Background: an optimization exercise with open tools, aiming at small area and a short achievable clock period. Do not read the settings as production practice. No run shown here included a check of the RTL's function; only the layout flow was run. Power is estimated from default activity; no workload was simulated.

[config.mk]
export PLATFORM = sky130hd
export DESIGN_NAME = binomial_pipeline_schedule
export DESIGN_NICKNAME = binomial_pipeline_schedule
export VERILOG_FILES = /design/flow/design.v
export SDC_FILE = /design/flow/constraint.sdc
export NUM_CORES = 4
export LEC_CHECK = 0
export ABC_AREA = 1
export CAP_MARGIN = 20
export CORE_MARGIN = 2
export CORE_UTILIZATION = 40
export SETUP_SLACK_MARGIN = 4.55
export SLEW_MARGIN = 20
[constraint.sdc]
create_clock -name core_clock -period 7.0 [get_ports {clk_i}]
set_input_delay 1.4000 -clock core_clock [delete_from_list [all_inputs] [get_ports {clk_i}]]
set_output_delay 1.4000 -clock core_clock [all_outputs]
set_load 0.01 [all_outputs]
[flow/run.sh]
#!/bin/bash
# The standard ORFS layout with two changes: Yosys's adder-cell mapping is off, so that ABC
# maps the arithmetic together with the rest of the logic, and the port buffers are
# buf_2 cells. Registers and everything else as in standard.sh; each tool's output lands
# in orfs/logs, make's own output in make_finish.log.
set -euo pipefail
cd "$(dirname "$0")/.."
bash standard.sh ADDER_MAP_FILE= "BUFFER_PORTS_ARGS=-buffer_cell sky130_fd_sc_hd__buf_2" finish > make_finish.log 2>&1
[design.v]
package bps_pkg;
  localparam int RankBits    = 15;
  localparam int StepBits    = 17;
  localparam int BlockBits   = 16;
  localparam int LogBits     = 4;
  localparam int CfgIdxBits  = 1;
  localparam int CfgDataBits = 16;
endpackage
module bps_mod_a (
  input  logic [16:0] s,
  output logic [3:0]  u15,
  output logic [6:0]  t63,
  output logic [6:0]  z13,
  output logic [6:0]  y11
);
  logic [3:0] x1, y1, x2, y2, x3, y3, m1, m2, m3;
  logic [4:0] t15;
  logic [5:0] x6, y6, m6;
  logic [7:0] y13;
  always_comb begin
    x1 = s[3:0] ^ s[7:4] ^ s[11:8];
    m1 = (s[3:0] & s[7:4]) | (s[3:0] & s[11:8]) | (s[7:4] & s[11:8]);
    y1 = {m1[2:0], m1[3]};
    x2 = x1 ^ y1 ^ s[15:12];
    m2 = (x1 & y1) | (x1 & s[15:12]) | (y1 & s[15:12]);
    y2 = {m2[2:0], m2[3]};
    x3 = x2 ^ y2 ^ {3'b0, s[16]};
    m3 = (x2 & y2) | (x2 & {3'b0, s[16]}) | (y2 & {3'b0, s[16]});
    y3 = {m3[2:0], m3[3]};
    t15 = {1'b0, x3} + {1'b0, y3};
    u15 = t15[3:0] + {3'b0, t15[4]};
    x6 = s[5:0] ^ s[11:6] ^ {1'b0, s[16:12]};
    m6 = (s[5:0] & s[11:6]) | (s[5:0] & {1'b0, s[16:12]}) | (s[11:6] & {1'b0, s[16:12]});
    y6 = {m6[4:0], m6[5]};
    t63 = {1'b0, x6} + {1'b0, y6};
    y13 = {2'b0, s[5:0]} + {3'b0, s[16:12]} + {2'b0, ~s[11:6]};
    z13 = {1'b0, y13[5:0]} + {5'b0, ~y13[7:6]} + 7'd12;
    y11 = {2'b0, s[4:0]} + {2'b0, s[14:10]} + {2'b0, ~s[9:5]} + {5'b0, ~s[16:15]};
  end
endmodule
module bps_mod_b (
  input  logic [2:0] s_lo,
  input  logic [3:0] l,
  input  logic [3:0] u15,
  input  logic [6:0] t63,
  input  logic [6:0] z13,
  input  logic [6:0] y11,
  output logic [3:0] si
);
  logic [3:0] r15, r13, r11, r9;
  logic [2:0] r7, r5, a7, b7;
  logic [1:0] r3;
  logic [5:0] c13;
  logic [4:0] c11, d9;
  logic [5:0] z11;
  logic [3:0] e7;
  always_comb begin
    r15 = (u15 == 4'd15) ? 4'd0 : u15;
    case (r15)
      4'd0, 4'd3, 4'd6, 4'd9, 4'd12:   r3 = 2'd0;
      4'd1, 4'd4, 4'd7, 4'd10, 4'd13:  r3 = 2'd1;
      default:                         r3 = 2'd2;
    endcase
    case (r15)
      4'd0, 4'd5, 4'd10:  r5 = 3'd0;
      4'd1, 4'd6, 4'd11:  r5 = 3'd1;
      4'd2, 4'd7, 4'd12:  r5 = 3'd2;
      4'd3, 4'd8, 4'd13:  r5 = 3'd3;
      default:            r5 = 3'd4;
    endcase
    e7 = {1'b0, t63[2:0]} + {1'b0, t63[5:3]} + {3'b0, t63[6]};
    a7 = e7[2:0] + {2'b0, e7[3]};
    r7 = (a7 == 3'd7) ? 3'd0 : a7;
    d9 = {2'b0, t63[2:0]} + {4'b0, t63[6]} - {2'b0, t63[5:3]};
    r9 = d9[4] ? d9[3:0] + 4'd9 : ((d9[3:0] == 4'd9) ? 4'd0 : d9[3:0]);
    z11 = {1'b0, y11[4:0]} + {4'b0, ~y11[6:5]} + 6'd7;
    c13 = (z13 >= 7'd52) ? 6'(z13 - 7'd52) : z13[5:0];
    c13 = (c13 >= 6'd26) ? 6'(c13 - 6'd26) : c13;
    r13 = (c13 >= 6'd13) ? 4'(c13 - 6'd13) : c13[3:0];
    c11 = (z11 >= 6'd22) ? 5'(z11 - 6'd22) : z11[4:0];
    r11 = (c11 >= 5'd11) ? 4'(c11 - 5'd11) : c11[3:0];
    case (l)
      4'd2:    si = {3'b0, s_lo[0]};
      4'd3:    si = {2'b0, r3};
      4'd4:    si = {2'b0, s_lo[1:0]};
      4'd5:    si = {1'b0, r5};
      4'd6:    si = {2'b0, r3} + ((r3[0] ^ s_lo[0]) ? 4'd3 : 4'd0);
      4'd7:    si = {1'b0, r7};
      4'd8:    si = {1'b0, s_lo};
      4'd9:    si = r9;
      4'd10:   si = {1'b0, r5} + ((r5[0] ^ s_lo[0]) ? 4'd5 : 4'd0);
      4'd11:   si = r11;
      4'd12:   si = {2'b0, r3} + 4'd3 * {2'b0, 2'(2'd3 * (s_lo[1:0] - r3))};
      4'd13:   si = r13;
      4'd14:   si = {1'b0, r7} + ((r7[0] ^ s_lo[0]) ? 4'd7 : 4'd0);
      4'd15:   si = r15;
      default: si = 4'd0;
    endcase
  end
endmodule
module binomial_pipeline_schedule (
  input  logic                              clk_i,
  input  logic                              rst_ni,
  input  logic                              start_i,
  output logic                              busy_o,
  input  logic                              req_type_i,
  input  logic [bps_pkg::RankBits-1:0]      rank_i,
  input  logic [bps_pkg::StepBits-1:0]      step_i,
  input  logic                              cfg_we_i,
  input  logic [bps_pkg::CfgIdxBits-1:0]    cfg_idx_i,
  input  logic [bps_pkg::CfgDataBits-1:0]   cfg_wdata_i,
  output logic                              valid_o,
  output logic                              transfer_valid_o,
  output logic [bps_pkg::RankBits-1:0]      peer_rank_o,
  output logic [bps_pkg::BlockBits-1:0]     block_index_o,
  output logic [bps_pkg::StepBits-1:0]      forged_index_o
);
  assign busy_o = 1'b0;
  logic [3:0]  lx_q;
  logic [15:0] bx_q;
  always_ff @(posedge clk_i or negedge rst_ni) begin
    if (!rst_ni) begin
      lx_q <= 4'd0;
      bx_q <= 16'd0;
    end else if (cfg_we_i) begin
      if (cfg_idx_i == 1'b0) begin
        lx_q <= (cfg_wdata_i[3:0] == 4'd0) ? 4'd0 : cfg_wdata_i[3:0] ^ 4'd1;
      end else begin
        bx_q <= cfg_wdata_i ^ 16'd1;
      end
    end
  end
  logic [3:0]  l_q;
  logic [15:0] b_q;
  logic        zb;
  logic [15:0] last;
  assign l_q  = lx_q ^ 4'd1;
  assign b_q  = bx_q ^ 16'd1;
  assign zb   = (b_q == 16'd0);
  assign last = zb ? 16'd0 : b_q - 16'd1;
  logic v1_q, v2_q, v3_q, v4_q, v5_q;
  always_ff @(posedge clk_i or negedge rst_ni) begin
    if (!rst_ni) begin
      v1_q    <= 1'b0;
      v2_q    <= 1'b0;
      v3_q    <= 1'b0;
      v4_q    <= 1'b0;
      v5_q    <= 1'b0;
      valid_o <= 1'b0;
    end else begin
      v1_q    <= start_i;
      v2_q    <= v1_q;
      v3_q    <= v2_q;
      v4_q    <= v3_q;
      v5_q    <= v4_q;
      valid_o <= v5_q;
    end
  end
  logic        req1_q, req2_q, req3_q;
  logic [14:0] rank1_q, rank2_q, rank3_q;
  logic [16:0] s1_q, s2_q, s3_q;
  logic [3:0]  u15_d, u15_q;
  logic [6:0]  t63_d, t63_q, z13_d, z13_q;
  logic [6:0]  y11_d, y11_q;
  logic [3:0]  si3_d, si3_q, si4_q;
  bps_mod_a u_mod_a (
    .s   (s1_q),
    .u15 (u15_d),
    .t63 (t63_d),
    .z13 (z13_d),
    .y11 (y11_d)
  );
  bps_mod_b u_mod_b (
    .s_lo (s2_q[2:0]),
    .l    (l_q),
    .u15  (u15_q),
    .t63  (t63_q),
    .z13  (z13_q),
    .y11  (y11_q),
    .si   (si3_d)
  );
  always_ff @(posedge clk_i) begin
    req1_q  <= req_type_i;
    rank1_q <= rank_i;
    s1_q    <= step_i;
    req2_q  <= req1_q;
    rank2_q <= rank1_q;
    s2_q    <= s1_q;
    u15_q   <= u15_d;
    t63_q   <= t63_d;
    z13_q   <= z13_d;
    y11_q   <= y11_d;
    req3_q  <= req2_q;
    rank3_q <= rank2_q;
    s3_q    <= s2_q;
    si3_q   <= si3_d;
  end
  logic [14:0] onehot, above, other;
  logic        rot0, any_a, any_b, kill;
  logic [3:0]  pa, pb, gc;
  logic [17:0] g, sl;
  always_comb begin
    onehot = 15'd1 << si3_q;
    above  = '0;
    for (int j = 0; j < 15; j++) above[j] = rank3_q[j] && (4'(j) > si3_q);
    other = rank3_q ^ onehot;
    rot0  = rank3_q[si3_q] ^ !req3_q;
    any_a = |above;
    pa = 4'd0;
    for (int j = 14; j >= 0; j--) if (above[j]) pa = 4'(j);
    pb = 4'd0;
    for (int j = 14; j >= 0; j--) if (rank3_q[j]) pb = 4'(j);
    any_b = (rank3_q != '0) && (pb < si3_q);
    g    = {2'b0, b_q} + {14'b0, l_q} + {1'b1, ~s3_q};
    kill = g[17] || (g[16:0] == '0);
    gc   = (g[16:4] != '0) ? 4'd15 : g[3:0];
    sl   = {1'b0, s3_q} - {14'b0, l_q};
  end
  logic        rot04_q, any_a4_q, any_b4_q, kill4_q;
  logic [3:0]  pa4_q, pb4_q, gc4_q;
  logic [14:0] peer4_q;
  logic [17:0] sl4_q;
  always_ff @(posedge clk_i) begin
    rot04_q  <= rot0;
    any_a4_q <= any_a;
    any_b4_q <= any_b;
    pa4_q    <= pa;
    pb4_q    <= pb;
    peer4_q  <= other;
    si4_q    <= si3_q;
    kill4_q  <= kill;
    gc4_q    <= gc;
    sl4_q    <= sl;
  end
  logic [4:0]  x, m, wrapx, d;
  logic [3:0]  idx, idxp, first;
  logic        recv_nz, clamp, neg, eq;
  logic [4:0]  e;
  always_comb begin
    x       = any_b4_q ? {1'b0, pb4_q} : {1'b0, si4_q};
    wrapx   = x + {1'b0, l_q};
    m       = (any_a4_q && ({1'b0, pa4_q} < wrapx)) ? {1'b0, pa4_q} : wrapx;
    idx     = 4'(m - {1'b0, si4_q});
    idxp    = rot04_q ? idx : 4'd0;
    first   = any_b4_q ? pb4_q : (rot04_q ? si4_q : pa4_q);
    recv_nz = rot04_q || any_a4_q || any_b4_q;
    clamp   = {1'b0, idxp} > {1'b0, gc4_q} + {4'b0, zb};
    d       = {1'b0, first} - {1'b0, idxp};
    eq      = (sl4_q == {{13{d[4]}}, d});
    e       = {1'b0, sl4_q[3:0]} + {1'b0, idxp};
    neg     = sl4_q[17] && !e[4];
  end
  logic        pre5_q, clamp5_q, keep5_q;
  logic [14:0] peer5_q;
  logic [3:0]  idxp5_q;
  logic [17:0] sl5_q;
  always_ff @(posedge clk_i) begin
    pre5_q   <= recv_nz && !kill4_q && !neg;
    clamp5_q <= clamp;
    keep5_q  <= clamp && eq;
    peer5_q  <= peer4_q;
    idxp5_q  <= idxp;
    sl5_q    <= sl4_q;
  end
  logic [17:0] f;
  logic        ok;
  logic [15:0] blk, forged;
  always_comb begin
    f      = sl5_q + {14'b0, idxp5_q};
    ok     = pre5_q;
    blk    = clamp5_q ? last : f[15:0];
    forged = {blk[15:4] & {12{!keep5_q}}, keep5_q ? f[3:0] : blk[3:0]};
  end
  always_ff @(posedge clk_i) begin
    transfer_valid_o <= ok;
    peer_rank_o      <= ok ? peer5_q : '0;
    block_index_o    <= ok ? blk : '0;
    forged_index_o   <= {1'b0, ok ? forged : 16'd0};
  end
endmodule
[standard.sh]
#!/bin/bash
# synth_recipe.tcl (not shown) runs the flow's synth.tcl, then flattens the netlist and writes it again
# the make line also repeats each setting of config.mk as NAME=value (left out here)
make -C /OpenROAD-flow-scripts/flow DESIGN_CONFIG=/design/flow/config.mk WORK_HOME=/design/flow/orfs CLKGATE_MAP_FILE= SYNTH_SCRIPT=/design/flow/synth_recipe.tcl "${@:-finish}"
==> impl_metrics.csv, run 1 <==
group,metric,value,unit
drt,drtAntennaViolNets,0,
logic_synthesis,yosys.cell_types.count,69,
cts,h-tree-depth,1,
logic_synthesis,synth-seq-cells,293,
logic_synthesis,synthFlopType,"dfxtp_1",
logic_synthesis,ys_async_sr_fraction,8.87,%
global_route,grt_pass1_wl,54400,µm
logic_synthesis,avgSynthCellArea,7.13,µm²
place,place_congestion,0.853,
logic_synthesis,synth_cells,1958,
sta,rsz0062_at_grt,"yes",
logic_synthesis,syn_area,0.0140,mm²
pwr,vdd_drop_max,0.228,mV
setup_path,cp-end-kind,"flop",
drt,drc_errors,0,
sta,fin_crit,2.84,ns
logic_synthesis,ys_warn_count,3,
sta,final-hold-violation-count,0,
drt,first_pass_iters,7,
place,portBuffers,102,
sta,relSlewSlack,39.2,%
cts,cts_tree,"done",
place,hpwl,24800,µm
floorplanning,start_util,40.5,%
setup_path,crit_required,7.46,ns
sta,worstMarginPinSlew,0.910,ns
global_route,grt_max_degree,31,
cts,clk_pin_slew_worst_paths,0.07,ns
floorplanning,die_y,191,µm
floorplanning,io_pins,105,
cts,cts.sinks,293,
logic_synthesis,synth_edf_count,0,
logic_synthesis,seq_area_frac_synth,42.9,%
setup_path,worstSetupStartpointType,"flop",
drt,vias,12600,
drt,viasPerCell,4.69,
sta,fin_crit_sh,40.6,%
pwr,p_per_area,401,mW/mm²
drt,detail_route.iter0.violations,456,
final_layout,antenna_cells_inserted,0,
sta,setup_viol,0,
final_layout,area_growth,31.3,%
sta,final.setup.tns,0,ns
cts,cts_buffers,31,
global_route,antenna_found_initial,0,
cts,clock_latency,0.58,ns
sta,slew_violations,0,
floorplanning,rows,68,
outcome,run_status,"no timing/DRC/antenna violations",
sta,fin_skew,0.0260,ns
final_layout,stdcell_count,2678,
sta,fmax,352,MHz
cts,postCtsHoldBufs,0,
global_route,first_global_vias,11500,
floorplanning,core-area,0.0345,mm²
hold_path,hold_path.class,"flop to flop",
global_route,track_usage,18.3,%
cts,cts.path.max_buffers,3,
floorplanning,die_x,191,µm
pwr,p_leak,9.14,nW
drt,wirelength,34200,µm
run,cap_viol_max_count,0,
final_layout,layout_common_cells,"430 x nand2_1, 277 x inv_1, 235 x dfxtp_1",
global_route,grt.overflow.total,0,
drt,wire_per_inst,12.8,µm
place,dp_cells,2482,
cts,cts-root-buf,"clkbuf_16",
final_layout,layout.nets,2252,
setup_path,critPathKind,"flop to flop",
final_layout,final_common_cell,"nand2_1",
floorplanning,die-area,0.0364,mm²
setup_path,cp.arrival,3.30,ns
final_layout,layout-drive-gt1-share,29.7,%
setup_path,cp_max_fo,6,
## critical path, cell delays in order, from the launching register on
cell and delay (ns):
dfrtp_2 0.46, buf_4 0.16, buf_6 0.11, xnor2_2 0.14
nand2_1 0.08, o21ai_2 0.07, a21oi_2 0.14, inv_2 0.05
nor2_2 0.08, inv_1 0.06, nor2_1 0.08, inv_1 0.06
nor2_1 0.08, inv_1 0.06, nor2_1 0.08, inv_1 0.06
nor2_1 0.08, inv_1 0.05, nor2_1 0.10, inv_2 0.07
nor2_4 0.09, nand3_2 0.11, nor2_4 0.18, nand3_4 0.10
xor2_2 0.16
## cell type report
cell class                 instances  area (µm²)
sequential                       293        6090
clock buffer                      42         897
clock inverter                    16         190
fill                            3236       16100
tap                              455         569
inverter                         326        1250
multi-input combinational       1306        7730
timing repair buffer             240        1620
## what timing repair did
item | CTS | global route
gates resized for setup | 176 | 185
endpoints found under the hold margin | 0 | 0
setup buffers | 107 | 31
setup endpoints to repair | 46 | 58
pin swaps | 72 | 72
## cells by family after synthesis
family	synth area share, %
fa+ha+maj	0.287
other cells	0.0268
simple gates	29.4
compound gates	9.71
xor+xnor	7.14
buf+inv	10.3
flops	42.9
mux	0.233
## layer usage
metal	global-route usage [%]	vias up	routed length, µm
met5	0	-	0
met4	5.46	0	695
met3	2.19	51	1470
met2	31.0	226	16200
met1	24.3	5701	15800
li1	-	6585	-
## metrics by stage
| step | worst slack, ns | hold WS [ns] | util (%) | instance area (µm²) | power, mW |
|---|---|---|---|---|---|
| floorplan | 4.34 | 0.310 | - | 14100 | 4.16 |
| global placement | 4.02 | 0.310 | 43.5 | 15000 | 4.66 |
| detailed placement | 3.94 | 0.312 | 43.5 | 15000 | 4.71 |
| CTS | 4.18 | 0.320 | 50.6 | 17400 | 7.00 |
| global route | 3.90 | 0.322 | 53.2 | 18300 | 7.92 |
| finish | 4.16 | 0.316 | 53.2 | 18300 | 7.36 |
## power breakdown
part	switching [mW]	leakage, nW	internal (mW)
clock	0.679	0.534	1.01
sequential	0.237	2.54	1.96
combinational	2.02	6.06	1.45
## sequential cells by signal, indices dropped and copies added (netlist names), 7 cells and up
register        count
z13_q               7
rank3_q            15
rank1_q            15
s2_q               17
peer_rank_o        15
peer4_q            15
y11_q               7
s3_q               17
rank2_q            15
forged_index_o     16
peer5_q            15
sl5_q              16
t63_q               7
bx_q               16
s1_q               17
sl4_q              18
block_index_o      16
## worst paths after layout
| kind | start | end | slack, ns | depth (start not counted) |
|---|---|---|---|---|
| setup / recovery | lx_q[2] | sl4_q[16] | 4.16 | 24 |
| hold / removal | rank1_q[13] | rank2_q[13] | 0.32 | 0 |
| setup reg to reg | lx_q[2] | sl4_q[16] | 4.16 | 24 |
| hold reg to reg | rank1_q[13] | rank2_q[13] | 0.32 | 0 |
| max in group asynchronous | rst_ni | lx_q[1] | 5.70 | 1 |
| min in group asynchronous | rst_ni | bx_q[2] | 0.84 | 1 |
## synth_stat cells (all sizes together), types with 13 or more instances
| master | instances | share of area (%) |
|---|---|---|
| a21oi | 77 | 2.9 |
| buf | 18 | 0.89 |
| clkbuf | 13 | 0.43 |
| dfrtp | 26 | 4.7 |
| dfxtp | 267 | 38 |
| inv | 324 | 8.7 |
| nand2 | 507 | 14 |
| nand3 | 112 | 4.5 |
| nand4 | 17 | 0.76 |
| nor2 | 244 | 6.8 |
| nor3 | 29 | 1.1 |
| o21ai | 93 | 3.4 |
| or2 | 25 | 1.1 |
| xnor2 | 29 | 1.8 |
| xor2 | 84 | 5.3 |
==> run 2: changes to the inputs <==
--- a/design.v
+++ b/design.v
@@ -10,29 +10,13 @@
   input  logic [16:0] s,
-  output logic [3:0]  u15,
   output logic [6:0]  t63,
-  output logic [6:0]  z13,
+  output logic [6:0]  w65,
   output logic [6:0]  y11
 );
-  logic [3:0] x1, y1, x2, y2, x3, y3, m1, m2, m3;
-  logic [4:0] t15;
-  logic [5:0] x6, y6, m6;
-  logic [7:0] y13;
-  always_comb begin
-    x1 = s[3:0] ^ s[7:4] ^ s[11:8];
-    m1 = (s[3:0] & s[7:4]) | (s[3:0] & s[11:8]) | (s[7:4] & s[11:8]);
-    y1 = {m1[2:0], m1[3]};
-    x2 = x1 ^ y1 ^ s[15:12];
-    m2 = (x1 & y1) | (x1 & s[15:12]) | (y1 & s[15:12]);
-    y2 = {m2[2:0], m2[3]};
-    x3 = x2 ^ y2 ^ {3'b0, s[16]};
-    m3 = (x2 & y2) | (x2 & {3'b0, s[16]}) | (y2 & {3'b0, s[16]});
-    y3 = {m3[2:0], m3[3]};
-    t15 = {1'b0, x3} + {1'b0, y3};
-    u15 = t15[3:0] + {3'b0, t15[4]};
-    x6 = s[5:0] ^ s[11:6] ^ {1'b0, s[16:12]};
-    m6 = (s[5:0] & s[11:6]) | (s[5:0] & {1'b0, s[16:12]}) | (s[11:6] & {1'b0, s[16:12]});
-    y6 = {m6[4:0], m6[5]};
-    t63 = {1'b0, x6} + {1'b0, y6};
-    y13 = {2'b0, s[5:0]} + {3'b0, s[16:12]} + {2'b0, ~s[11:6]};
-    z13 = {1'b0, y13[5:0]} + {5'b0, ~y13[7:6]} + 7'd12;
+  logic [12:0] t;
+  logic [11:0] x;
+  always_comb begin
+    t   = {1'b0, s[11:0]} + {8'b0, s[16:12]};
+    x   = t[11:0] + {11'b0, t[12]};
+    t63 = {1'b0, x[5:0]} + {1'b0, x[11:6]};
+    w65 = {1'b0, x[5:0]} + {1'b0, ~x[11:6]};
     y11 = {2'b0, s[4:0]} + {2'b0, s[14:10]} + {2'b0, ~s[9:5]} + {5'b0, ~s[16:15]};
@@ -43,5 +27,4 @@
   input  logic [3:0] l,
-  input  logic [3:0] u15,
   input  logic [6:0] t63,
-  input  logic [6:0] z13,
+  input  logic [6:0] w65,
   input  logic [6:0] y11,
@@ -50,22 +33,9 @@
   logic [3:0] r15, r13, r11, r9;
-  logic [2:0] r7, r5, a7, b7;
+  logic [2:0] r7, r5, a7;
   logic [1:0] r3;
-  logic [5:0] c13;
-  logic [4:0] c11, d9;
-  logic [5:0] z11;
+  logic [6:0] v65;
+  logic [5:0] c13, z11;
+  logic [4:0] c11, d9, c5;
   logic [3:0] e7;
   always_comb begin
-    r15 = (u15 == 4'd15) ? 4'd0 : u15;
-    case (r15)
-      4'd0, 4'd3, 4'd6, 4'd9, 4'd12:   r3 = 2'd0;
-      4'd1, 4'd4, 4'd7, 4'd10, 4'd13:  r3 = 2'd1;
-      default:                         r3 = 2'd2;
-    endcase
-    case (r15)
-      4'd0, 4'd5, 4'd10:  r5 = 3'd0;
-      4'd1, 4'd6, 4'd11:  r5 = 3'd1;
-      4'd2, 4'd7, 4'd12:  r5 = 3'd2;
-      4'd3, 4'd8, 4'd13:  r5 = 3'd3;
-      default:            r5 = 3'd4;
-    endcase
     e7 = {1'b0, t63[2:0]} + {1'b0, t63[5:3]} + {3'b0, t63[6]};
@@ -75,8 +45,35 @@
     r9 = d9[4] ? d9[3:0] + 4'd9 : ((d9[3:0] == 4'd9) ? 4'd0 : d9[3:0]);
-    z11 = {1'b0, y11[4:0]} + {4'b0, ~y11[6:5]} + 6'd7;
-    c13 = (z13 >= 7'd52) ? 6'(z13 - 7'd52) : z13[5:0];
+    case (r9)
+      4'd0, 4'd3, 4'd6: r3 = 2'd0;
+      4'd1, 4'd4, 4'd7: r3 = 2'd1;
+      default:          r3 = 2'd2;
+    endcase
+    v65 = w65[5:0] + 7'd2 + (w65[6] ? 7'd12 : 7'd0);
+    c13 = (v65 >= 7'd52) ? 6'(v65 - 7'd52) : v65[5:0];
     c13 = (c13 >= 6'd26) ? 6'(c13 - 6'd26) : c13;
     r13 = (c13 >= 6'd13) ? 4'(c13 - 6'd13) : c13[3:0];
+    c5 = {3'b0, w65[5:4]} + {1'b0, w65[3:0]} + (w65[6] ? 5'd6 : 5'd2);
+    r5 = (c5 >= 5'd20) ? 3'(c5 - 5'd20) : (c5 >= 5'd15) ? 3'(c5 - 5'd15) : (c5 >= 5'd10) ? 3'(c5 - 5'd10) :
+         (c5 >= 5'd5) ? 3'(c5 - 5'd5) : c5[2:0];
+    z11 = {1'b0, y11[4:0]} + {4'b0, ~y11[6:5]} + 6'd7;
     c11 = (z11 >= 6'd22) ? 5'(z11 - 6'd22) : z11[4:0];
     r11 = (c11 >= 5'd11) ? 4'(c11 - 5'd11) : c11[3:0];
+    case ({r3, r5})
+      5'b00000: r15 = 4'd0;
+      5'b00001: r15 = 4'd6;
+      5'b00010: r15 = 4'd12;
+      5'b00011: r15 = 4'd3;
+      5'b00100: r15 = 4'd9;
+      5'b01000: r15 = 4'd10;
+      5'b01001: r15 = 4'd1;
+      5'b01010: r15 = 4'd7;
+      5'b01011: r15 = 4'd13;
+      5'b01100: r15 = 4'd4;
+      5'b10000: r15 = 4'd5;
+      5'b10001: r15 = 4'd11;
+      5'b10010: r15 = 4'd2;
+      5'b10011: r15 = 4'd8;
+      5'b10100: r15 = 4'd14;
+      default: r15 = 4'd0;
+    endcase
     case (l)
@@ -161,5 +158,3 @@
   logic [16:0] s1_q, s2_q, s3_q;
-  logic [3:0]  u15_d, u15_q;
-  logic [6:0]  t63_d, t63_q, z13_d, z13_q;
-  logic [6:0]  y11_d, y11_q;
+  logic [6:0]  t63_d, t63_q, w65_d, w65_q, y11_d, y11_q;
   logic [3:0]  si3_d, si3_q, si4_q;
@@ -167,5 +162,4 @@
     .s   (s1_q),
-    .u15 (u15_d),
     .t63 (t63_d),
-    .z13 (z13_d),
+    .w65 (w65_d),
     .y11 (y11_d)
@@ -175,5 +169,4 @@
     .l    (l_q),
-    .u15  (u15_q),
     .t63  (t63_q),
-    .z13  (z13_q),
+    .w65  (w65_q),
     .y11  (y11_q),
@@ -188,5 +181,4 @@
     s2_q    <= s1_q;
-    u15_q   <= u15_d;
     t63_q   <= t63_d;
-    z13_q   <= z13_d;
+    w65_q   <= w65_d;
     y11_q   <= y11_d;
--- a/config.mk
+++ b/config.mk
@@ -11,3 +11,3 @@
 export CORE_UTILIZATION = 40
-export SETUP_SLACK_MARGIN = 4.55
+export SETUP_SLACK_MARGIN = 4.4
 export SLEW_MARGIN = 20
==> run 2 against run 1 <==
Synthesized cell count fell by 2.5%. Cell area rose by 4.0%. Final cell count rose by 1.3%. Total power rose by 12%. Fmax fell by 7.9%. Sequential share of layout area fell by 1.8 points. Sequential power fell by 2%. Combinational power rose by 28%. Utilization rose by 3.7 points. Largest cell class unchanged.
==> impl_metrics.csv, run 2 <==
group,metric,value,unit
final_layout,layout.nets,2294,
final_layout,layout_common_cells,"402 x nand2_1, 244 x inv_1, 239 x dfxtp_1",
logic_synthesis,synth_compound_area_share,9.65,%
setup_path,cpMaxStageDelayCell,"dfrtp_2",
sta,slew_violations,0,
sta,setup_viol,0,
global_route,grt.overflow.total,0,
setup_path,critPathKind,"flop to flop",
place,portBuffers,102,
setup_path,worstSetupStartpointType,"flop",
logic_synthesis,ys_async_sr_fraction,9.00,%
sta,fin_skew,0.0229,ns
final_layout,stdcell_count,2714,
setup_path,crit_required,7.46,ns
sta,final.setup.tns,0,ns
sta,worstMarginPinSlew,0.916,ns
setup_path,cp-end-kind,"flop",
sta,rsz0062_at_grt,"yes",
logic_synthesis,synth_edf_count,0,
pwr,p_per_area,433,mW/mm²
pwr,vdd_drop_max,0.240,mV
logic_synthesis,synth_cells,1910,
setup_path,reg2reg_depth,23,
sta,fin_crit,3.08,ns
hold_path,min_to,"peer5_q[14]",
floorplanning,start_util,40.6,%
place,place_congestion,0.912,
outcome,run_status,"no timing/DRC/antenna violations",
setup_path,cpMostUsedCell,"nand2_2",
floorplanning,die-area,0.0355,mm²
logic_synthesis,synth-seq-cells,289,
logic_synthesis,synth_top_family_by_area,"simple AND/OR/NAND/NOR gates",
floorplanning,io_pins,105,
setup_path,rr_endpoint,"gc4_q[1]",
setup_path,cp.arrival,3.54,ns
logic_synthesis,ys_warn_count,3,
sta,relSlewSlack,38.8,%
global_route,grt_pass1_wl,56300,µm
cts,cts-root-buf,"clkbuf_16",
setup_path,cp_max_fo,6,
final_layout,seq_area,0.00598,mm²
global_route,first_global_vias,12300,
cts,cts_tree,"done",
setup_path,cpPeakStageDelay,0.46,ns
logic_synthesis,synth-simple-area-share,31.8,%
logic_synthesis,synth_top_cell_by_area,"dfxtp_1",
drt,viasPerCell,4.84,
place,dp_cells,2442,
logic_synthesis,yosys.area_share.adder,0.0736,%
pwr,power.total,8.26,mW
drt,drc_errors,0,
cts,cts_buffers,31,
global_route,antenna_found_initial,2,
logic_synthesis,synthFlopType,"dfxtp_1",
final_layout,fillers,2981,
cts,cts.path.max_buffers,3,
cts,cts.sinks,289,
logic_synthesis,synth_area_leaders,"dfxtp_1 39%, nand2_1 14%, inv_1 7.6%",
final_layout,final_common_cell,"nand2_1",
final_layout,layout-drive-gt1-share,35.6,%
logic_synthesis,synth-xor-area-share,5.77,%
drt,drtAntennaViolNets,0,
logic_synthesis,synth_top_area_share,38.7,%
floorplanning,rows,67,
sta,hold_slack,0.319,ns
cts,clock_latency,0.57,ns
final_layout,largest_register_ffs,18,
run,cap_viol_max_count,0,
sta,final-hold-violation-count,0,
setup_path,rrSetupSlack,3.92,ns
drt,detail_route.iter0.violations,740,
drt,wire_per_inst,13.7,µm
drt,wirelength,37200,µm
pwr,p_leak,9.50,nW
floorplanning,die_x,188,µm
setup_path,rr_startpoint,"lx_q[2]",
hold_path,holdPathStages,0,
final_layout,utilization,56.9,%
hold_path,hold_path.class,"flop to flop",
global_route,track_usage,19.1,%
sta,fmax,324,MHz
cts,postCtsHoldBufs,0,
global_route,grt_max_degree,31,
setup_path,worstPathCellList,"inv_4, nand2_2, nand2_2, xor2_2, xor2_1, inv_1, nand2_2, nand2_2, nand2_2, nand2_2, nand2_4, o21bai_4, nand2_1, nand2_2, nand2_2, nand2_2, nand2_1, nand2_1, xor2_1, nor2_1, nand3_2, nor4_4, nand2_1",
logic_synthesis,syn_area,0.0136,mm²
floorplanning,core-area,0.0335,mm²
logic_synthesis,synth_common_cells,"510 x nand2_1, 274 x inv_1, 263 x dfxtp_1",
logic_synthesis,yosys.cell_types.count,60,
final_layout,area_growth,40.2,%
drt,first_pass_iters,5,
drt,vias,13100,
cts,h-tree-depth,1,
floorplanning,die_y,188,µm
logic_synthesis,synth_most_common_cell,"nand2_1",
setup_path,cp-startpoint,"lx_q[2]",
place,hpwl,24400,µm
cts,clk_pin_slew_worst_paths,0.07,ns
logic_synthesis,seq_area_frac_synth,43.5,%
logic_synthesis,avgSynthCellArea,7.12,µm²
sta,fin_crit_sh,44.1,%
logic_synthesis,synth.area.mux_share,0.166,%
final_layout,regMostFlops,"sl4_q",
final_layout,multi_input_area,0.00795,mm²
hold_path,min-delay-start,"peer4_q[14]",
==> run 2: cell types whose count changed after synthesis, moves of 7 or more <==
cell / change
inv_1: -29
nand4_1: +10
nor2_1: -19
nand2_2: +17
inv_2: +7
a21oi_1: -10
nand2_1: +24
xor2_1: -21
==> run 2: what timing repair did <==
item | in CTS | in global routing
setup buffers | 148 | 65
pin swaps | 110 | 159
hold endpoints to repair | 0 | 0
setup endpoints to repair | 63 | 70
gates resized for setup | 195 | 309
==> run 2: stage by stage <==
| step | setup slack (ns) | area [µm²] |
|---|---|---|
| after floorplan | 4.22 | 13600 |
| after global placement | 3.76 | 14600 |
| after detailed placement | 3.71 | 14600 |
| after CTS | 4.08 | 17400 |
| after global routing | 3.72 | 19100 |
| final | 3.92 | 19100 |
==> run 2: worst max path at each step <==
stage                              endpoint  slack, ns  cells after the start
after floorplan                   sl4_q[16]       4.22                     28
after global placement    forged_index_o[0]       3.76                     19
after CTS                          w65_q[6]       4.08                     23
after detailed placement  forged_index_o[0]       3.71                     19
after global routing               gc4_q[0]       3.72                     23
final                              gc4_q[1]       3.92                     23
==> run 2: area by class of cell <==
| type | count | area share (%) |
|---|---|---|
| multi-input cells | 1299 | 41.7 |
| flip-flops and latches | 289 | 31.4 |
| repair buffers | 316 | 12.2 |
| inverters | 303 | 6.10 |
| clock buffers | 38 | 4.41 |
| well taps | 448 | 2.94 |
| clock inverters | 19 | 1.23 |
| diodes | 2 | 0.0262 |
==> run 2: worst max-delay path: cells and delay by family (launching register included) <==
kind	cells	cell delay [ns]
AOI/OAI and AO/OA	1	0.07
buffers and inverters	2	0.17
xor gates and xnor gates	3	0.56
DFF	1	0.46
and+or+nand+nor	17	1.72
==> run 2: kinds of logic after synthesis <==
group | after synthesis
compound gates | 219
xor+xnor | 88
fa+ha+maj | 1
buf+inv | 323
flops | 289
mux | 2
other cells | 1
simple gates | 987
==> run 2: metal layers <==
layer  up-vias  wire length, µm  GRT usage, %
met5         -                0             0
met4         0             1080          7.06
met3        79             1900          2.96
met2       376            18200          33.3
met1      6012            16100          23.8
li1       6671                -             -
==> run 2: where the power goes <==
part           internal [mW]  total [mW]  switching, mW
Combinational           1.82        4.43           2.61
Sequential              1.92        2.14          0.226
Clock                   1.01        1.69          0.676
==> run 3: changes to the inputs <==
--- a/design.v
+++ b/design.v
@@ -8,2 +8,35 @@
 endpackage
+module bps_add #(
+  parameter int W = 8
+) (
+  input  logic [W-1:0] a,
+  input  logic [W-1:0] b,
+  input  logic         cin,
+  output logic [W:0]   sum
+);
+  localparam int Levels = $clog2(W + 1);
+  logic [W:0] g [Levels+1];
+  logic [W:0] p [Levels+1];
+  always_comb begin
+    g[0][0] = cin;
+    p[0][0] = 1'b0;
+    for (int k = 0; k < W; k++) begin
+      g[0][k+1] = a[k] & b[k];
+      p[0][k+1] = a[k] ^ b[k];
+    end
+    for (int i = 0; i < Levels; i++) begin
+      for (int k = 0; k <= W; k++) begin
+        if (((k >> i) & 1) == 1) begin
+          g[i+1][k] = g[i][k] | (p[i][k] & g[i][((k >> i) << i) - 1]);
+          p[i+1][k] = p[i][k] & p[i][((k >> i) << i) - 1];
+        end else begin
+          g[i+1][k] = g[i][k];
+          p[i+1][k] = p[i][k];
+        end
+      end
+    end
+    for (int k = 0; k < W; k++) sum[k] = p[0][k+1] ^ g[Levels][k];
+    sum[W] = g[Levels][W];
+  end
+endmodule
 module bps_mod_a (
@@ -15,8 +48,8 @@
   logic [12:0] t;
-  logic [11:0] x;
-  always_comb begin
-    t   = {1'b0, s[11:0]} + {8'b0, s[16:12]};
-    x   = t[11:0] + {11'b0, t[12]};
-    t63 = {1'b0, x[5:0]} + {1'b0, x[11:6]};
-    w65 = {1'b0, x[5:0]} + {1'b0, ~x[11:6]};
+  logic [12:0] x;
+  bps_add #(.W(12)) u_t   (.a(s[11:0]), .b({7'b0, s[16:12]}), .cin(1'b0), .sum(t));
+  bps_add #(.W(12)) u_x   (.a(t[11:0]), .b(12'b0), .cin(t[12]), .sum(x));
+  bps_add #(.W(6))  u_t63 (.a(x[5:0]), .b(x[11:6]), .cin(1'b0), .sum(t63));
+  bps_add #(.W(6))  u_w65 (.a(x[5:0]), .b(~x[11:6]), .cin(1'b0), .sum(w65));
+  always_comb begin
     y11 = {2'b0, s[4:0]} + {2'b0, s[14:10]} + {2'b0, ~s[9:5]} + {5'b0, ~s[16:15]};
@@ -136,3 +169,5 @@
   assign zb   = (b_q == 16'd0);
-  assign last = zb ? 16'd0 : b_q - 16'd1;
+  logic [16:0] bm1;
+  bps_add #(.W(16)) u_bm1 (.a(b_q), .b(16'hffff), .cin(1'b0), .sum(bm1));
+  assign last = zb ? 16'd0 : bm1[15:0];
   logic v1_q, v2_q, v3_q, v4_q, v5_q;
@@ -205,7 +240,14 @@
     any_b = (rank3_q != '0) && (pb < si3_q);
-    g    = {2'b0, b_q} + {14'b0, l_q} + {1'b1, ~s3_q};
     kill = g[17] || (g[16:0] == '0);
     gc   = (g[16:4] != '0) ? 4'd15 : g[3:0];
-    sl   = {1'b0, s3_q} - {14'b0, l_q};
-  end
+  end
+  logic [17:0] gx, gy;
+  logic [18:0] g_sum, sl_sum;
+  assign gx = {2'b0, b_q} ^ {14'b0, l_q} ^ {1'b1, ~s3_q};
+  assign gy = {(({1'b0, b_q[15:0]} & {13'b0, l_q}) | ({1'b0, b_q[15:0]} & ~s3_q) |
+                ({13'b0, l_q} & ~s3_q)), 1'b0};
+  bps_add #(.W(18)) u_g  (.a(gx), .b(gy), .cin(1'b0), .sum(g_sum));
+  bps_add #(.W(18)) u_sl (.a({1'b0, s3_q}), .b(~{14'b0, l_q}), .cin(1'b1), .sum(sl_sum));
+  assign g  = g_sum[17:0];
+  assign sl = sl_sum[17:0];
   logic        rot04_q, any_a4_q, any_b4_q, kill4_q;
@@ -257,6 +299,8 @@
   logic [17:0] f;
+  logic [18:0] f_sum;
   logic        ok;
   logic [15:0] blk, forged;
-  always_comb begin
-    f      = sl5_q + {14'b0, idxp5_q};
+  bps_add #(.W(18)) u_f (.a(sl5_q), .b({14'b0, idxp5_q}), .cin(1'b0), .sum(f_sum));
+  always_comb begin
+    f      = f_sum[17:0];
     ok     = pre5_q;
==> run 3 against run 2 <==
Setup slack gained 0.073 ns. Via count shrank 1.1%. Sequential share of layout area grew 0.37 points. Critical path depth increased by 2. Routed wire length fell by 2.7%. Area after synthesis is 0.52% lower. Flip-flop and latch count stayed put. Utilization fell by 0.67 points. Final cell count fell by 0.88%. Combinational power shrank 6.1%. Synthesized cell count increased by 0.21%. First-iteration DRC count fell by 6.4%. Largest power group unchanged. Highest routed layer is now met5.
==> impl_metrics.csv, run 3 <==
group,metric,value,unit
floorplanning,die-area,0.0353,mm²
place,hpwl,24400,µm
global_route,grt_pass1_wl,55800,µm
drt,wirelength,36200,µm
cts,postCtsHoldBufs,0,
drt,drc_errors,0,
final_layout,multi_input_area,0.00789,mm²
floorplanning,core-area,0.0334,mm²
global_route,grt.overflow.total,0,
setup_path,crit_required,7.48,ns
logic_synthesis,avgSynthCellArea,7.07,µm²
final_layout,layout.nets,2270,
logic_synthesis,syn_area,0.0135,mm²
setup_path,cp.arrival,3.49,ns
final_layout,fillers,3039,
floorplanning,start_util,40.5,%
global_route,grt_max_degree,33,
cts,clock_latency,0.56,ns
sta,final-hold-violation-count,0,
final_layout,seq_area,0.00597,mm²
setup_path,rr_endpoint,"keep5_q",
floorplanning,die_y,188,µm
final_layout,final_common_cell,"nand2_1",
global_route,track_usage,19.2,%
floorplanning,io_pins,105,
final_layout,layout_common_cells,"416 x nand2_1, 253 x inv_1, 243 x dfxtp_1",
logic_synthesis,synth-seq-cells,289,
hold_path,min-delay-start,"s2_q[5]",
drt,wire_per_inst,13.5,µm
sta,setup_viol,0,
sta,relSlewSlack,31.5,%
setup_path,reg2reg_depth,25,
cts,cts-root-buf,"clkbuf_16",
cts,clk_pin_slew_worst_paths,0.06,ns
outcome,run_status,"no timing/DRC/antenna violations",
pwr,p_per_area,430,mW/mm²
sta,fin_crit_sh,43.0,%
global_route,first_global_vias,12100,
floorplanning,rows,67,
setup_path,critPathKind,"flop to flop",
sta,worstMarginPinSlew,1.03,ns
cts,cts.path.max_buffers,3,
place,portBuffers,102,
final_layout,area_growth,38.9,%
logic_synthesis,ys_async_sr_fraction,9.00,%
final_layout,utilization,56.2,%
drt,detail_route.iter0.violations,693,
drt,viasPerCell,4.83,
final_layout,antenna_cells_inserted,0,
setup_path,rrSetupSlack,3.99,ns
hold_path,hold_path.class,"flop to flop",
setup_path,rr_startpoint,"any_b4_q",
final_layout,largest_register_ffs,18,
sta,fin_crit,3.01,ns
final_layout,layout-drive-gt1-share,32.8,%
logic_synthesis,seq_area_frac_synth,43.7,%
setup_path,worstSetupStartpointType,"flop",
logic_synthesis,synth_area_leaders,"dfxtp_1 39%, nand2_1 15%, inv_1 8.2%",
logic_synthesis,ys_warn_count,15,
setup_path,cp-end-kind,"flop",
floorplanning,die_x,188,µm
logic_synthesis,synth_common_cells,"528 x nand2_1, 297 x inv_1, 263 x dfxtp_1",
sta,fin_skew,0.0282,ns
hold_path,holdPathStages,0,
drt,drtAntennaViolNets,0,
sta,final.setup.tns,0,ns
place,place_congestion,0.909,
cts,cts_tree,"done",
pwr,vdd_drop_max,0.238,mV
sta,fmax,332,MHz
logic_synthesis,yosys.cell_types.count,60,
logic_synthesis,synth_cells,1914,
cts,h-tree-depth,2,
global_route,antenna_found_initial,2,
final_layout,regMostFlops,"sl4_q",
logic_synthesis,synth_most_common_cell,"nand2_1",
logic_synthesis,synth_edf_count,0,
hold_path,min_to,"s3_q[5]",
cts,cts.sinks,289,
drt,vias,13000,
pwr,p_leak,9.46,nW
sta,rsz0062_at_grt,"yes",
logic_synthesis,synthFlopType,"dfxtp_1",
sta,slew_violations,0,
setup_path,cp_max_fo,8,
logic_synthesis,synth_top_area_share,38.9,%
run,cap_viol_max_count,0,
drt,first_pass_iters,6,
logic_synthesis,synth_top_cell_by_area,"dfxtp_1",
cts,cts_buffers,34,
## run 3: area by class of cell
type | count | area share (%)
clock inverter | 21 | 1.08
timing repair inverter | 1 | 0.0333
multi-input combinational | 1307 | 42.0
sequential | 289 | 31.7
clock buffer | 41 | 5.05
tap | 448 | 2.98
inverter | 300 | 6.10
timing repair buffer | 283 | 11.0
## run 3: worst max path at each step
| stage | startpoint | end | cells past startpoint |
|---|---|---|---|
| final | any_b4_q | keep5_q | 25 |
| after global routing | any_b4_q | keep5_q | 26 |
| after CTS | any_b4_q | keep5_q | 27 |
| after detailed placement | any_b4_q | keep5_q | 26 |
| after global placement | any_b4_q | keep5_q | 25 |
| after floorplan | lx_q[0] | sl4_q[16] | 27 |
## run 3: cells by family after synthesis
logic type                 after synthesis  share of synthesized area [%]
adders and majority gates                1                         0.0739
buffers and inverters                  319                           9.05
other                                    1                         0.0277
DFF                                    289                           43.7
xor gates and xnor gates                87                           5.68
AOI/OAI and AO/OA                      206                           9.03
and+or+nand+nor                       1011                           32.4
## run 3: what timing repair did
| item | 4_1_cts | 5_1_grt |
|---|---|---|
| pin swaps | 56 | 140 |
| setup buffers | 126 | 55 |
| resized for setup | 146 | 347 |
| endpoints found under the setup margin | 37 | 63 |
| gates cloned | 0 | 1 |
## run 3: stage by stage
step | instances | hold slack [ns] | cell area [µm²] | setup WS [ns] | power (mW)
after floorplan | 1915 | 0.310 | 13600 | 4.29 | 4.34
after global placement | 2446 | 0.310 | 14600 | 3.77 | 4.86
after detailed placement | 2446 | 0.312 | 14600 | 3.77 | 4.92
after CTS | 2634 | 0.309 | 17100 | 4.07 | 7.23
after global routing | 2690 | 0.323 | 18800 | 3.73 | 8.68
final | 2690 | 0.306 | 18800 | 3.99 | 8.08
## run 3: power by group
| group | switching (mW) | total (mW) | internal (mW) |
|---|---|---|---|
| sequential | 0.231 | 2.14 | 1.91 |
| clock | 0.719 | 1.78 | 1.06 |
| combinational | 2.47 | 4.16 | 1.69 |
## run 3: layer usage
layer  wire (µm)  global-route usage [%]  up-vias  share of wire (%)
li1            -                       -     6629                  -
met1       15800                    24.0     5970                 44
met2       17500                    32.6      323                 48
met3        1810                    3.26       74                5.0
met4        1110                    8.39        4                3.1
met5          23                       0        -              0.063
## run 3: critical path, stage by stage (launching register included)
cell	delay [ns]
dfxtp_4	0.45
inv_4	0.07
a21oi_2	0.19
inv_1	0.06
nand2_1	0.10
nand2_1	0.10
inv_1	0.09
nand3_2	0.09
nand3_2	0.09
nand2_2	0.07
nand2_4	0.13
nand2_8	0.10
nand2_4	0.11
nand3_4	0.09
nand3_2	0.13
nand3_2	0.11
buf_4	0.18
inv_1	0.09
nand2_1	0.07
nand2_1	0.07
nand3_1	0.10
nand2_1	0.09
nand3_2	0.08
nor2_2	0.11
nand2_1	0.05
nor2_1	0.08

[static timing again, ports no longer ideal]
The results above use ideal ports. As a check the final layouts listed here were re-extracted and re-timed, cells and wires unchanged.
Step 1 sets driving cells, clkbuf_16 on the clock port and buf_2 on the other inputs (assumed; they add their load-dependent delay and slew).
Step 2 adds t to the input delays and takes it off the output delays; t is the mean of the earliest and latest rising clock arrival at the registers after step 1. Input paths then give back, and output paths get back, about the clock's delay inside the block.
a / b / c = ideal ports / drivers / drivers and shift; a / b = the first two.
| run | t (ns) | slack for setup (ns) | worst setup path after step 2 | cell pins on the clock port's net |
|---|---|---|---|---|
| run 1 | 0.616 | 4.160 / 4.160 / 4.160 | register to register | 1 |
| run 2 | 0.613 | 3.916 / 3.916 / 3.916 | register to register | 1 |
| run 3 | 0.596 | 3.989 / 3.989 / 3.989 | register to register | 1 |
After both steps every run listed still meets setup and hold.
